From an optimization exercise on the open Yosys and OpenROAD flow, aimed at small area, a short achievable clock period and few clock cycles per item; shortcuts taken in it are not production practice.
Only simulation tests tie the RTL to the original design; equivalence was not proved.

Design matvec3, start of the top module:
module matvec3
(
    input  logic               clk,
    input  logic               reset,
    input  logic               input_valid,
    output logic               input_ready,
    input  logic signed [13:0] input_data,
    output logic               output_valid,
    input  logic               output_ready,
    output logic signed [27:0] output_data
);
Size: ~290 flip-flops, roughly 0.014 mm^2 of cells after synthesis.
==> flow/config.mk <==
export PLATFORM = sky130hd
export DESIGN_NAME = matvec3
export DESIGN_NICKNAME = matvec3
export VERILOG_FILES = /design/flow/design.v
export SDC_FILE = /design/flow/constraint.sdc
export NUM_CORES = 4
export LEC_CHECK = 0
export ABC_AREA = 1
export CAP_MARGIN = 20
export CORE_MARGIN = 2
export CORE_UTILIZATION = 40
export SLEW_MARGIN = 20
==> flow/constraint.sdc <==
create_clock -name core_clock -period 7.0 [get_ports {clk}]
set_input_delay 1.4000 -clock core_clock [delete_from_list [all_inputs] [get_ports {clk}]]
set_output_delay 1.4000 -clock core_clock [all_outputs]
set_load 0.01 [all_outputs]
run.sh (not shown) runs the stock make flow with config.mk's settings and CLKGATE_MAP_FILE= SYNTH_SCRIPT=/design/flow/synth_recipe.tcl, a recipe that flattens the netlist after the stock synthesis.
Testbench counts at the start, summed over its fixed seeds: cycles 4,680, items 1,152.
Rerun with:
CTS_BUF_LIST = sky130_fd_sc_hd__clkbuf_8   (was default)
CTS_CLUSTER_SIZE = 40   (was default)
SETUP_SLACK_MARGIN = 3.8   (was default)
The new run finished with timing, DRC and antenna clean.
Non-clock buffer count goes up by 53.
Cell area increases by 2.2%.
Synthesized cell count is unchanged.
Rerun with:
SETUP_SLACK_MARGIN = 3.65   (was 3.8)
Result: Area after synthesis is unchanged. Wire length came out lower by 3.3%. Core utilization came out lower by 0.91 points. Cell count came out lower by 1.9%. Cell area came out lower by 1.9%.

---

delta:
Starting RTL as in the previous note.
Design matvec3, start of the top module:
module matvec3
(
    input  logic               clk,
    input  logic               reset,
    input  logic               input_valid,
    output logic               input_ready,
    input  logic signed [13:0] input_data,
    output logic               output_valid,
    input  logic               output_ready,
    output logic signed [27:0] output_data
);
export LEC_CHECK = 0
export ABC_AREA = 1
export CAP_MARGIN = 20
export CORE_MARGIN = 2
export CORE_UTILIZATION = 40
export CTS_BUF_LIST = sky130_fd_sc_hd__clkbuf_8
export CTS_CLUSTER_SIZE = 40
export SETUP_SLACK_MARGIN = 4.1
export SLEW_MARGIN = 20
create_clock -name core_clock -period 7.0 [get_ports {clk}]
Testbench counts of delta, summed over its fixed seeds: cycles 4,680, items 1,152.
What juniper does differently from delta at the input level:
- CTS_BUF_LIST removed (was sky130_fd_sc_hd__clkbuf_8)
- SETUP_SLACK_MARGIN changed from 4.1 to 3.8
- CTS_CLUSTER_SIZE removed (was 40)
[summary]
- Met3 capacity usage during global routing in juniper vs delta: down 0.59 points
- [compare] base=delta new=juniper: worst setup margin lower; layout-stage area growth over the synthesis result lower.
### juniper -> nickel
- swapping 40 for 65 in CORE_UTILIZATION
==> summary.txt <==
- nickel finished every stage and its layout cleared the timing, DRC and antenna checks.
- Share of layout cells above drive strength 1: nickel and juniper compared, higher one is juniper
- Per the comparison of nickel with juniper, setup slack of the worst register-to-register path went down, layout filler cell count went down, part of the cycle the worst path needs increased 0.46 points.
- Lower die area goes to nickel over juniper.
- In the tables for nickel and juniper, worst-case setup slack after placement reads higher with nickel.
- On number of non-clock buffers, the lower figure sits with nickel, not juniper.
- nickel vs juniper — placed instance area dropped about 1.5%.
- From nickel to juniper, accumulated negative setup slack did not move at all.
- When nickel is set beside juniper, its total routing usage reported by global routing turns out to be 11 points larger.
### nickel -> yarrow
- a change of CORE_UTILIZATION from 65 to 40
- a change of SETUP_SLACK_MARGIN from 3.8 to 4.4
- an added CTS_CLUSTER_SIZE of 40
- an added CTS_BUF_LIST of sky130_fd_sc_hd__clkbuf_8
### Flow results
The detail-routed net length per standard cell reported for yarrow is smaller than that of nickel by 1.6%.
Looking only at count of clock-buffer cells in the layout, and setting everything else aside, the higher value of yarrow and nickel goes to yarrow.
yarrow vs. nickel: die area +61%, top achievable clock speed grew by 28 MHz.
nickel reports its end point of the critical path as c_q[13] while yarrow reports c_q[15].

## afterwards: timing with drivers on the ports
The results above use ideal ports. As a check the final layouts listed here were re-extracted and re-timed, cells and wires unchanged. Step 1: set_driving_cell puts a clkbuf_16 on clk and a buf_2 on each other input, an assumption about the parent block. Step 2 adds t to the input delays and takes it off the output delays; t is the mean of the earliest and latest rising clock arrival at the registers after step 1. Input paths then give back, and output paths get back, about the clock's delay inside the block. Three values: ideal, step 1, step 2; two values: the first two.
| run | t (ns) | setup WS [ns] | worst setup path after step 2 |
|---|---|---|---|
| the first run of note 1 | 0.613 | 3.455 / 3.455 / 3.002 | input to register |
| the second run of note 1 | 0.629 | 3.862 / 3.862 / 3.361 | input to register |
| the third run of note 1 | 0.612 | 3.778 / 3.778 / 3.211 | input to register |
| delta | 0.616 | 3.944 / 3.944 / 3.553 | input to register |
| juniper | 0.608 | 3.856 / 3.856 / 3.356 | input to register |
| nickel | 0.590 | 3.824 / 3.824 / 3.350 | input to register |
| yarrow | 0.631 | 4.087 / 4.087 / 3.774 | input to register |
After both steps every run listed still meets setup and hold. For the third run of note 1, which loses most, drivers alone change the setup slack by 0.000 ns; drivers and shift together by -0.567 ns.
